Background: an optimization exercise with open tools, aiming at small area and a short achievable clock period. Do not read the settings as production practice. Function was checked by simulation only, so behaviour that the tests miss may differ from the original. Power and IR drop assume default switching activity.

==> inputs of v4 <==
==> flow/design.v (excerpt) <==
module token_nesting_depth_tracker
#(
    parameter int unsigned STACK_DEPTH = tkd_pkg::TKD_STACK_DEPTH
) (
    input  wire logic               clk,
    input  wire logic               rst_n,
    input  wire logic               in_valid,
    output logic                    in_stall,
    input  wire logic [tkd_pkg::KIND_W-1:0]  token_kind,
    input  wire logic               start_of_list,
    output logic                    out_valid,
    input  wire logic               out_stall,
    output logic      [tkd_pkg::DEPTH_W-1:0] curly_depth,
    output logic      [tkd_pkg::DEPTH_W-1:0] bracket_depth,
    output logic      [tkd_pkg::DEPTH_W-1:0] enclosing_base,
    output logic      [tkd_pkg::LEVEL_W-1:0] nest_level,
    output logic                    stack_overflow
);
make LEC_CHECK=0 CAP_MARGIN=20 CORE_MARGIN=2 CORE_UTILIZATION=45 CTS_CLUSTER_DIAMETER=150 CTS_CLUSTER_SIZE=20 PLACE_DENSITY=0.5 SETUP_SLACK_MARGIN=2.1 SLEW_MARGIN=20 SYNTH_HIERARCHICAL=1 finish   # period 4.4 ns
run.sh (not shown) runs the stock make flow with config.mk's settings and CLKGATE_MAP_FILE= SYNTH_SCRIPT=/design/flow/synth_recipe.tcl, a recipe that flattens the netlist after the stock synthesis.
==> v6: changes against v4 <==
--- a/flow/design.v
+++ b/flow/design.v
@@ -429,12 +429,55 @@
         .s0 (bs_t), .a0 (btop_reg), .s1 (bs_r), .a1 (brow0), .s2 (bs_s), .a2 (bsec_reg), .y (bsec_d)
     );
     tkd_sel3 #(.W(1)) u_ptop_sel (
         .s0 (pt_c), .a0 (cparen_reg), .s1 (pt_r), .a1 (prow0), .s2 (pt_p), .a2 (ptop_reg), .y (ptop_d)
     );
     assign cbrace_next = k_else_rep || (!sol && k_rparen && p_cpop_reg && ptop_reg);
+    logic br_254, br_1, k_253, k_252, k_2, k_3, bp_126, bp_1, pp_126, pp_1;
+    logic br_max_next, br_zero_next;
+    logic k_max_next, k_max1_next, k_zero_next, k_one_next;
+    logic bp_max_next, bp_zero_next, pp_max_next, pp_zero_next;
+    assign br_254 = (brace_reg == DW'(254));
+    assign br_1   = (brace_reg == DW'(1));
+    assign k_253  = (bracket_reg == DW'(253));
+    assign k_252  = (bracket_reg == DW'(252));
+    assign k_2    = (bracket_reg == DW'(2));
+    assign k_3    = (bracket_reg == DW'(3));
+    assign bp_126 = (bptr_reg == PTR_W'(126));
+    assign bp_1   = (bptr_reg == PTR_W'(1));
+    assign pp_126 = (pptr_reg == PTR_W'(126));
+    assign pp_1   = (pptr_reg == PTR_W'(1));
+    always_comb
+    begin
+        if (sol)
+        begin
+            br_max_next  = 1'b0;
+            br_zero_next = !k_lbrace;
+            k_max_next   = 1'b0;
+            k_max1_next  = 1'b0;
+            k_zero_next  = (k_sol == 2'd0);
+            k_one_next   = (k_sol == 2'd1);
+            bp_max_next  = 1'b0;
+            bp_zero_next = !k_lbrace;
+            pp_max_next  = 1'b0;
+            pp_zero_next = !k_lparen;
+        end
+        else
+        begin
+            br_max_next  = br_p1 ? br_254 : (br_m1 ? 1'b0 : br_max);
+            br_zero_next = br_p1 ? 1'b0 : (br_m1 ? br_1 : br_zero);
+            k_max_next   = k_p1 ? k_max1 : (k_p2 ? k_253 : ((k_m1 || k_m2) ? 1'b0 : k_max));
+            k_max1_next  = k_p1 ? k_253 : (k_p2 ? k_252 : (k_m1 ? k_max : (k_m2 ? 1'b0 : k_max1)));
+            k_zero_next  = (k_p1 || k_p2) ? 1'b0 : (k_m1 ? k_one : (k_m2 ? k_2 : k_zero));
+            k_one_next   = k_p1 ? k_zero : (k_p2 ? 1'b0 : (k_m1 ? k_2 : (k_m2 ? k_3 : k_one)));
+            bp_max_next  = bp_p1 ? bp_126 : (bp_m1 ? 1'b0 : bp_max);
+            bp_zero_next = bp_p1 ? 1'b0 : (bp_m1 ? bp_1 : bp_zero);
+            pp_max_next  = pp_p1 ? pp_126 : (pp_m1 ? 1'b0 : pp_max);
+            pp_zero_next = pp_p1 ? 1'b0 : (pp_m1 ? pp_1 : pp_zero);
+        end
+    end
     always_ff @(posedge clk or negedge rst_n)
     begin
         if (!rst_n)
         begin
             brace_reg   <= '0;
             bracket_reg <= '0;
@@ -473,22 +516,22 @@
             pp_zero     <= 1'b1;
             cbrace_reg  <= 1'b0;
             cparen_reg  <= 1'b0;
         end
         else if (accept)
         begin
-            br_max      <= (brace_next == '1);
-            br_zero     <= (brace_next == '0);
-            k_max       <= (bracket_next == '1);
-            k_max1      <= (bracket_next == DW'(254));
-            k_zero      <= (bracket_next == '0);
-            k_one       <= (bracket_next == DW'(1));
-            bp_max      <= (bptr_next == '1);
-            bp_zero     <= (bptr_next == '0);
-            pp_max      <= (pptr_next == '1);
-            pp_zero     <= (pptr_next == '0);
+            br_max      <= br_max_next;
+            br_zero     <= br_zero_next;
+            k_max       <= k_max_next;
+            k_max1      <= k_max1_next;
+            k_zero      <= k_zero_next;
+            k_one       <= k_one_next;
+            bp_max      <= bp_max_next;
+            bp_zero     <= bp_zero_next;
+            pp_max      <= pp_max_next;
+            pp_zero     <= pp_zero_next;
             cbrace_reg  <= cbrace_next;
             cparen_reg  <= k_ctrl;
         end
     end
     always_ff @(posedge clk)
     begin
- SETUP_SLACK_MARGIN: 2.1 -> 2.25
==> v11: changes against v4 <==
--- a/flow/design.v
+++ b/flow/design.v
@@ -429,12 +429,55 @@
         .s0 (bs_t), .a0 (btop_reg), .s1 (bs_r), .a1 (brow0), .s2 (bs_s), .a2 (bsec_reg), .y (bsec_d)
     );
     tkd_sel3 #(.W(1)) u_ptop_sel (
         .s0 (pt_c), .a0 (cparen_reg), .s1 (pt_r), .a1 (prow0), .s2 (pt_p), .a2 (ptop_reg), .y (ptop_d)
     );
     assign cbrace_next = k_else_rep || (!sol && k_rparen && p_cpop_reg && ptop_reg);
+    logic br_254, br_1, k_253, k_252, k_2, k_3, bp_126, bp_1, pp_126, pp_1;
+    logic br_max_next, br_zero_next;
+    logic k_max_next, k_max1_next, k_zero_next, k_one_next;
+    logic bp_max_next, bp_zero_next, pp_max_next, pp_zero_next;
+    assign br_254 = (brace_reg == DW'(254));
+    assign br_1   = (brace_reg == DW'(1));
+    assign k_253  = (bracket_reg == DW'(253));
+    assign k_252  = (bracket_reg == DW'(252));
+    assign k_2    = (bracket_reg == DW'(2));
+    assign k_3    = (bracket_reg == DW'(3));
+    assign bp_126 = (bptr_reg == PTR_W'(126));
+    assign bp_1   = (bptr_reg == PTR_W'(1));
+    assign pp_126 = (pptr_reg == PTR_W'(126));
+    assign pp_1   = (pptr_reg == PTR_W'(1));
+    always_comb
+    begin
+        if (sol)
+        begin
+            br_max_next  = 1'b0;
+            br_zero_next = !k_lbrace;
+            k_max_next   = 1'b0;
+            k_max1_next  = 1'b0;
+            k_zero_next  = (k_sol == 2'd0);
+            k_one_next   = (k_sol == 2'd1);
+            bp_max_next  = 1'b0;
+            bp_zero_next = !k_lbrace;
+            pp_max_next  = 1'b0;
+            pp_zero_next = !k_lparen;
+        end
+        else
+        begin
+            br_max_next  = br_p1 ? br_254 : (br_m1 ? 1'b0 : br_max);
+            br_zero_next = br_p1 ? 1'b0 : (br_m1 ? br_1 : br_zero);
+            k_max_next   = k_p1 ? k_max1 : (k_p2 ? k_253 : ((k_m1 || k_m2) ? 1'b0 : k_max));
+            k_max1_next  = k_p1 ? k_253 : (k_p2 ? k_252 : (k_m1 ? k_max : (k_m2 ? 1'b0 : k_max1)));
+            k_zero_next  = (k_p1 || k_p2) ? 1'b0 : (k_m1 ? k_one : (k_m2 ? k_2 : k_zero));
+            k_one_next   = k_p1 ? k_zero : (k_p2 ? 1'b0 : (k_m1 ? k_2 : (k_m2 ? k_3 : k_one)));
+            bp_max_next  = bp_p1 ? bp_126 : (bp_m1 ? 1'b0 : bp_max);
+            bp_zero_next = bp_p1 ? 1'b0 : (bp_m1 ? bp_1 : bp_zero);
+            pp_max_next  = pp_p1 ? pp_126 : (pp_m1 ? 1'b0 : pp_max);
+            pp_zero_next = pp_p1 ? 1'b0 : (pp_m1 ? pp_1 : pp_zero);
+        end
+    end
     always_ff @(posedge clk or negedge rst_n)
     begin
         if (!rst_n)
         begin
             brace_reg   <= '0;
             bracket_reg <= '0;
@@ -473,22 +516,22 @@
             pp_zero     <= 1'b1;
             cbrace_reg  <= 1'b0;
             cparen_reg  <= 1'b0;
         end
         else if (accept)
         begin
-            br_max      <= (brace_next == '1);
-            br_zero     <= (brace_next == '0);
-            k_max       <= (bracket_next == '1);
-            k_max1      <= (bracket_next == DW'(254));
-            k_zero      <= (bracket_next == '0);
-            k_one       <= (bracket_next == DW'(1));
-            bp_max      <= (bptr_next == '1);
-            bp_zero     <= (bptr_next == '0);
-            pp_max      <= (pptr_next == '1);
-            pp_zero     <= (pptr_next == '0);
+            br_max      <= br_max_next;
+            br_zero     <= br_zero_next;
+            k_max       <= k_max_next;
+            k_max1      <= k_max1_next;
+            k_zero      <= k_zero_next;
+            k_one       <= k_one_next;
+            bp_max      <= bp_max_next;
+            bp_zero     <= bp_zero_next;
+            pp_max      <= pp_max_next;
+            pp_zero     <= pp_zero_next;
             cbrace_reg  <= cbrace_next;
             cparen_reg  <= k_ctrl;
         end
     end
     always_ff @(posedge clk)
     begin
- CORE_UTILIZATION: 45 -> 50
- CTS_CLUSTER_SIZE: 20 -> 22
- PLACE_DENSITY: 0.5 -> 0.55
- SETUP_SLACK_MARGIN: 2.1 -> 2.25
==> notes <==
Register-to-register slack: v4 < v11 < v6.
v6 finished with timing, DRC and antenna clean. v4 finished with timing, DRC and antenna clean. v11 completed without violations.
Area after synthesis: v4 is lower than v6 (about 0.9%).
Maximum frequency: v6 > v11 > v4.
Critical path depth: v4 > v6 > v11.
Against v6, the synthesized cell count of v4 is lower by 1.3%.

---

==> inputs of build 19 <==
Another version of the RTL of token_nesting_depth_tracker (not shown whole).
clock: 4.4 ns
lec_check: 0
cap_margin: 20
core_margin: 2
core_utilization: 45
cts_cluster_diameter: 150
cts_cluster_size: 20
place_density: 0.5
setup_slack_margin: 2.25
slew_margin: 20
synth_hierarchical: 1
==> trial 32: changes against build 19 <==
--- a/flow/design.v
+++ b/flow/design.v
@@ -198,14 +198,29 @@
     input  wire logic [W:0]   bk,
     output logic      [W:0]   level
 );
     logic [W:0] bk_t;
     assign bk_t  = bk - {1'b0, t};
     assign level = (k > t) ? bk_t : {1'b0, b};
 endmodule
+module tkd_cnt_flags #(
+    parameter int unsigned PTR_W = 7,
+    parameter int unsigned DEPTH = 64
+) (
+    input  wire logic [PTR_W-1:0] cnt,
+    output logic cpush,    
+    output logic cpop,     
+    output logic one,      
+    output logic le2       
+);
+    assign cpush = (cnt < PTR_W'(DEPTH));
+    assign cpop  = (cnt != '0) && (cnt <= PTR_W'(DEPTH));
+    assign one   = (cnt == PTR_W'(1));
+    assign le2   = (cnt <= PTR_W'(2));
+endmodule
 module tkd_out_sel #(
     parameter int unsigned W = 8
 ) (
     input  wire logic         load,
     input  wire logic         clear,   
     input  wire logic [W-1:0] d,
     input  wire logic [W-1:0] q,
@@ -249,18 +264,32 @@
     logic             ptop_reg;      
     logic             b_cpush_reg;   
     logic             b_cpop_reg;    
     logic             b_le2_reg;     
     logic             p_cpush_reg;
     logic             p_cpop_reg;
     logic             p_one_reg;     
-    assign b_cpush_reg = !bptr_reg[PTR_W-1];
-    assign p_cpush_reg = !pptr_reg[PTR_W-1];
-    logic             b_hold, b_dn, b_up;
-    logic             p_hold, p_dn, p_up;
+    tkd_cnt_flags #(.PTR_W(PTR_W), .DEPTH(STACK_DEPTH)) u_bflags (
+        .cnt   (bptr_reg),
+        .cpush (b_cpush_reg),
+        .cpop  (b_cpop_reg),
+        .one   (),
+        .le2   (b_le2_reg)
+    );
+    tkd_cnt_flags #(.PTR_W(PTR_W), .DEPTH(STACK_DEPTH)) u_pflags (
+        .cnt   (pptr_reg),
+        .cpush (p_cpush_reg),
+        .cpop  (p_cpop_reg),
+        .one   (p_one_reg),
+        .le2   ()
+    );
+    logic             b_hold_reg, b_dn_reg, b_up_reg;
+    logic [DW-1:0]    b_pdata_reg;   
+    logic             p_hold_reg, p_dn_reg, p_up_reg;
+    logic             p_pdata_reg;
     logic k_lbrace, k_rbrace, k_lparen, k_rparen;
     logic k_up1, k_up2, k_dn1, k_dn2;
     logic k_else_rep, k_ctrl;
     logic [3:0] kind_hi, kind_lo;
     tkd_pre2 u_pre_hi (.a(token_kind[3:2]), .y(kind_hi));
     tkd_pre2 u_pre_lo (.a(token_kind[1:0]), .y(kind_lo));
     tkd_decode u_dec (
@@ -283,37 +312,37 @@
     logic [DW-1:0] brow0_enc, brow1_enc;
     logic [0:0]    prow0_enc, prow1_enc;
     tkd_stack #(
         .STACK_DEPTH (STACK_DEPTH - 2),
         .DATA_W      (DW)
     ) u_base_stack (
         .clk        (clk),
-        .hold       (b_hold),
-        .shift_dn   (b_dn),
-        .shift_up   (b_up),
-        .wdata_enc  (bsec_reg ^ {DW{phase_reg}}),
+        .hold       (b_hold_reg),
+        .shift_dn   (b_dn_reg),
+        .shift_up   (b_up_reg),
+        .wdata_enc  (b_pdata_reg),
         .first_enc  (brow0_enc),
         .second_enc (brow1_enc)
     );
     tkd_stack #(
         .STACK_DEPTH (STACK_DEPTH - 1),
         .DATA_W      (1)
     ) u_paren_stack (
         .clk        (clk),
-        .hold       (p_hold),
-        .shift_dn   (p_dn),
-        .shift_up   (p_up),
-        .wdata_enc  (ptop_reg ^ phase_reg),
+        .hold       (p_hold_reg),
+        .shift_dn   (p_dn_reg),
+        .shift_up   (p_up_reg),
+        .wdata_enc  (p_pdata_reg),
         .first_enc  (prow0_enc),
         .second_enc (prow1_enc)
     );
     logic [DW-1:0] brow0;
     logic          prow0;
-    assign brow0 = {DW{phase_reg}} ^ brow0_enc;
-    assign prow0 = phase_reg ^ prow0_enc[0];
+    assign brow0 = {DW{phase_reg}} ^ (b_dn_reg ? b_pdata_reg : (b_up_reg ? brow1_enc : brow0_enc));
+    assign prow0 = phase_reg ^ (p_dn_reg ? p_pdata_reg : (p_up_reg ? prow1_enc[0] : prow0_enc[0]));
     logic b_push, b_pop, p_push, p_pop;
     assign b_push = k_lbrace && (sol || b_cpush_reg);
     assign b_pop  = k_rbrace && !sol && b_cpop_reg;
     assign p_push = k_lparen && (sol || p_cpush_reg);
     assign p_pop  = k_rparen && !sol && p_cpop_reg;
     logic br_max, br_zero;
     logic k_max, k_max1, k_zero, k_one;
@@ -403,21 +432,14 @@
         .s0 (pt_c), .a0 (cparen_reg), .s1 (pt_r), .a1 (prow0), .s2 (pt_p), .a2 (ptop_reg), .y (ptop_d)
     );
     assign cbrace_next = k_else_rep || (!sol && k_rparen && p_cpop_reg && ptop_reg);
     logic br_254, br_1, k_253, k_252, k_2, k_3, bp_126, bp_1, pp_126, pp_1;
     logic br_max_next, br_zero_next;
     logic k_max_next, k_max1_next, k_zero_next, k_one_next;
     logic bp_max_next, bp_zero_next, pp_max_next, pp_zero_next;
-    logic b_cpop_next, b_le2_next, p_cpop_next, p_one_next;
-    logic bp_2_65, bp_le1, bp_le3, pp_2_65, pp_2;
-    assign bp_2_65 = (bptr_reg >= PTR_W'(2)) && (bptr_reg <= PTR_W'(STACK_DEPTH + 1));
-    assign bp_le1  = (bptr_reg <= PTR_W'(1));
-    assign bp_le3  = (bptr_reg <= PTR_W'(3));
-    assign pp_2_65 = (pptr_reg >= PTR_W'(2)) && (pptr_reg <= PTR_W'(STACK_DEPTH + 1));
-    assign pp_2    = (pptr_reg == PTR_W'(2));
     assign br_254 = (brace_reg == DW'(254));
     assign br_1   = (brace_reg == DW'(1));
     assign k_253  = (bracket_reg == DW'(253));
     assign k_252  = (bracket_reg == DW'(252));
     assign k_2    = (bracket_reg == DW'(2));
     assign k_3    = (bracket_reg == DW'(3));
     assign bp_126 = (bptr_reg == PTR_W'(126));
@@ -434,82 +456,68 @@
             k_max1_next  = 1'b0;
             k_zero_next  = (k_sol == 2'd0);
             k_one_next   = (k_sol == 2'd1);
             bp_max_next  = 1'b0;
             bp_zero_next = !k_lbrace;
             pp_max_next  = 1'b0;
             pp_zero_next = !k_lparen;
-            b_cpop_next  = k_lbrace;
-            b_le2_next   = 1'b1;
-            p_cpop_next  = k_lparen;
-            p_one_next   = k_lparen;
         end
         else
         begin
             br_max_next  = br_p1 ? br_254 : (br_m1 ? 1'b0 : br_max);
             br_zero_next = br_p1 ? 1'b0 : (br_m1 ? br_1 : br_zero);
             k_max_next   = k_p1 ? k_max1 : (k_p2 ? k_253 : ((k_m1 || k_m2) ? 1'b0 : k_max));
             k_max1_next  = k_p1 ? k_253 : (k_p2 ? k_252 : (k_m1 ? k_max : (k_m2 ? 1'b0 : k_max1)));
             k_zero_next  = (k_p1 || k_p2) ? 1'b0 : (k_m1 ? k_one : (k_m2 ? k_2 : k_zero));
             k_one_next   = k_p1 ? k_zero : (k_p2 ? 1'b0 : (k_m1 ? k_2 : (k_m2 ? k_3 : k_one)));
             bp_max_next  = bp_p1 ? bp_126 : (bp_m1 ? 1'b0 : bp_max);
             bp_zero_next = bp_p1 ? 1'b0 : (bp_m1 ? bp_1 : bp_zero);
             pp_max_next  = pp_p1 ? pp_126 : (pp_m1 ? 1'b0 : pp_max);
             pp_zero_next = pp_p1 ? 1'b0 : (pp_m1 ? pp_1 : pp_zero);
-            b_cpop_next  = bp_p1 ? !bptr_reg[PTR_W-1] : (bp_m1 ? bp_2_65 : b_cpop_reg);
-            b_le2_next   = bp_p1 ? bp_le1 : (bp_m1 ? bp_le3 : b_le2_reg);
-            p_cpop_next  = pp_p1 ? !pptr_reg[PTR_W-1] : (pp_m1 ? pp_2_65 : p_cpop_reg);
-            p_one_next   = pp_p1 ? pp_zero : (pp_m1 ? pp_2 : p_one_reg);
         end
     end
     always_ff @(posedge clk or negedge rst_n)
     begin
         if (!rst_n)
         begin
             brace_reg   <= '0;
             bracket_reg <= '0;
             bk_reg      <= '0;
             bptr_reg    <= '0;
             pptr_reg    <= '0;
             btop_reg    <= '0;
+            bsec_reg    <= '0;
             ptop_reg    <= 1'b0;
         end
         else
         begin
             brace_reg   <= brace_next;
             bracket_reg <= bracket_next;
             bk_reg      <= bk_next;
             bptr_reg    <= bptr_next;
             pptr_reg    <= pptr_next;
             btop_reg    <= btop_d;
+            bsec_reg    <= bsec_d;
             ptop_reg    <= ptop_d;
         end
     end
-    always_ff @(posedge clk)
-    begin
-        bsec_reg <= bsec_d;
-    end
     always_ff @(posedge clk or negedge rst_n)
     begin
         if (!rst_n)
         begin
             br_max      <= 1'b0;
             br_zero     <= 1'b1;
             k_max       <= 1'b0;
             k_max1      <= 1'b0;
             k_zero      <= 1'b1;
             k_one       <= 1'b0;
             bp_max      <= 1'b0;
             bp_zero     <= 1'b1;
             pp_max      <= 1'b0;
             pp_zero     <= 1'b1;
-            b_cpop_reg  <= 1'b0;
-            b_le2_reg   <= 1'b1;
-            p_cpop_reg  <= 1'b0;
-            p_one_reg   <= 1'b0;
             cbrace_reg  <= 1'b0;
             cparen_reg  <= 1'b0;
         end
         else if (accept)
         begin
             br_max      <= br_max_next;
             br_zero     <= br_zero_next;
@@ -517,28 +525,29 @@
             k_max1      <= k_max1_next;
             k_zero      <= k_zero_next;
             k_one       <= k_one_next;
             bp_max      <= bp_max_next;
             bp_zero     <= bp_zero_next;
             pp_max      <= pp_max_next;
             pp_zero     <= pp_zero_next;
-            b_cpop_reg  <= b_cpop_next;
-            b_le2_reg   <= b_le2_next;
-            p_cpop_reg  <= p_cpop_next;
-            p_one_reg   <= p_one_next;
             cbrace_reg  <= cbrace_next;
             cparen_reg  <= k_ctrl;
         end
     end
-    assign b_dn   = accept && b_push;
-    assign b_up   = accept && b_pop;
-    assign b_hold = !(b_dn || b_up);
-    assign p_dn   = accept && p_push;
-    assign p_up   = accept && p_pop;
-    assign p_hold = !(p_dn || p_up);
+    always_ff @(posedge clk)
+    begin
+        b_dn_reg    <= accept && b_push;
+        b_up_reg    <= accept && b_pop;
+        b_hold_reg  <= !(accept && (b_push || b_pop));
+        b_pdata_reg <= bsec_reg ^ {DW{!phase_reg}};
+        p_dn_reg    <= accept && p_push;
+        p_up_reg    <= accept && p_pop;
+        p_hold_reg  <= !(accept && (p_push || p_pop));
+        p_pdata_reg <= ptop_reg ^ !phase_reg;
+    end
     always_ff @(posedge clk or negedge rst_n)
     begin
         if (!rst_n)
         begin
             phase_reg <= 1'b0;
         end
         else
--- a/flow/config.mk
+++ b/flow/config.mk
@@ -7,10 +7,10 @@
 export LEC_CHECK = 0
 export CAP_MARGIN = 20
 export CORE_MARGIN = 2
 export CORE_UTILIZATION = 45
 export CTS_CLUSTER_DIAMETER = 150
 export CTS_CLUSTER_SIZE = 20
 export PLACE_DENSITY = 0.5
-export SETUP_SLACK_MARGIN = 2.25
+export SETUP_SLACK_MARGIN = 2.1
 export SLEW_MARGIN = 20
 export SYNTH_HIERARCHICAL = 1
==> run summary <==
- Against trial 32, the non-clock buffer count of build 19 is higher by 76.
- Against trial 32, the final area of build 19 is larger by about 3.8%.
- Build 19 completed with no timing, DRC or antenna violations. Trial 32 produced a clean layout.
- In build 19 the register-to-register slack is better than in trial 32, by 0.06 ns.
- Against trial 32, the flip-flop and latch count of build 19 is lower by 11.
- Critical path depth: trial 32 is lower than build 19 (4).
- Against trial 32, the total power of build 19 is smaller by about 8%.
- Against build 19, the sequential power of trial 32 is larger by about 10%.
- Of build 19 and trial 32, build 19 has the higher global-route usage (gap 2.0 points).
- In trial 32 the final cell count is smaller than in build 19, by about 2%.
- Against build 19, the routed wire length of trial 32 is smaller by about 14%.
==> figures <==
item                                                         trial 32                  build 19
Outcome                                                finished clean            finished clean
Multi-input gate count                                           1144                      1137
Syn Std Cell Area                                         0.02579 mm²               0.02538 mm²
All-Layer GR Usage                                             16.34%                    18.36%
Share of cells above drive strength 1                          15.52%                    18.55%
Area of the core region                                   0.05650 mm²               0.05606 mm²
Worst-path cell with the longest stage delay   sky130_fd_sc_hd__or4_4  sky130_fd_sc_hd__a221o_1
Routed length on met3                                         2258 µm                   3296 µm
Post-route cell area                                      0.02773 mm²               0.02877 mm²
Switching fraction of total power                              29.55%                    29.20%
Non-CTS buffers                                                    99                       175
Flip-flop and latch area                                  0.01398 mm²               0.01371 mm²
Met2 WL post-DR                                              24250 µm                  27920 µm
Ratio of final minimum period to clock period                  51.56%                    50.68%
Post-synthesis cell count                                        2078                      2058
Utilization after layout                                       49.09%                    51.33%
Detailed-route wire length per cell                          18.78 µm                  21.40 µm
Worst reg2reg setup slack                                     2.13 ns                   2.19 ns
Setup WS post-layout                                         2.131 ns                  2.170 ns
GR met2 Demand/Resource                                        26.22%                    29.56%
Data arrival time of the critical path                        2.74 ns                   2.70 ns

separate check: timing with driven ports:
Ports are ideal in the flow. The routed layouts listed here were re-timed in OpenROAD.
Step 1 assumes that a clkbuf_16 drives the clock port and a buf_2 every other input.
Step 2, shift: input delay + t, output delay - t, t = (earliest + latest rising clock arrival at the registers) / 2. This alone moves slack from input paths to output paths.
a / b / c = no drivers / after step 1 / after step 2; a / b = the first two.
run | t, ns | setup slack, ns | hold slack, ns | cell pins on the clock port's net
v4 | 0.627 | 1.788 / 1.791 / 1.164 | 0.450 / 0.450 / 0.450 | 1
v6 | 0.638 | 2.175 / 2.175 / 1.655 | 0.427 / 0.400 / 0.453 | 1
v11 | 0.629 | 2.133 / 2.133 / 1.587 | 0.435 / 0.400 / 0.449 | 1
build 19 | 0.641 | 2.170 / 2.187 / 1.546 | 0.429 / 0.392 / 0.452 | 1
trial 32 | 0.638 | 2.131 / 2.131 / 1.562 | 0.413 / 0.380 / 0.452 | 1
After both steps every run listed still meets setup and hold.
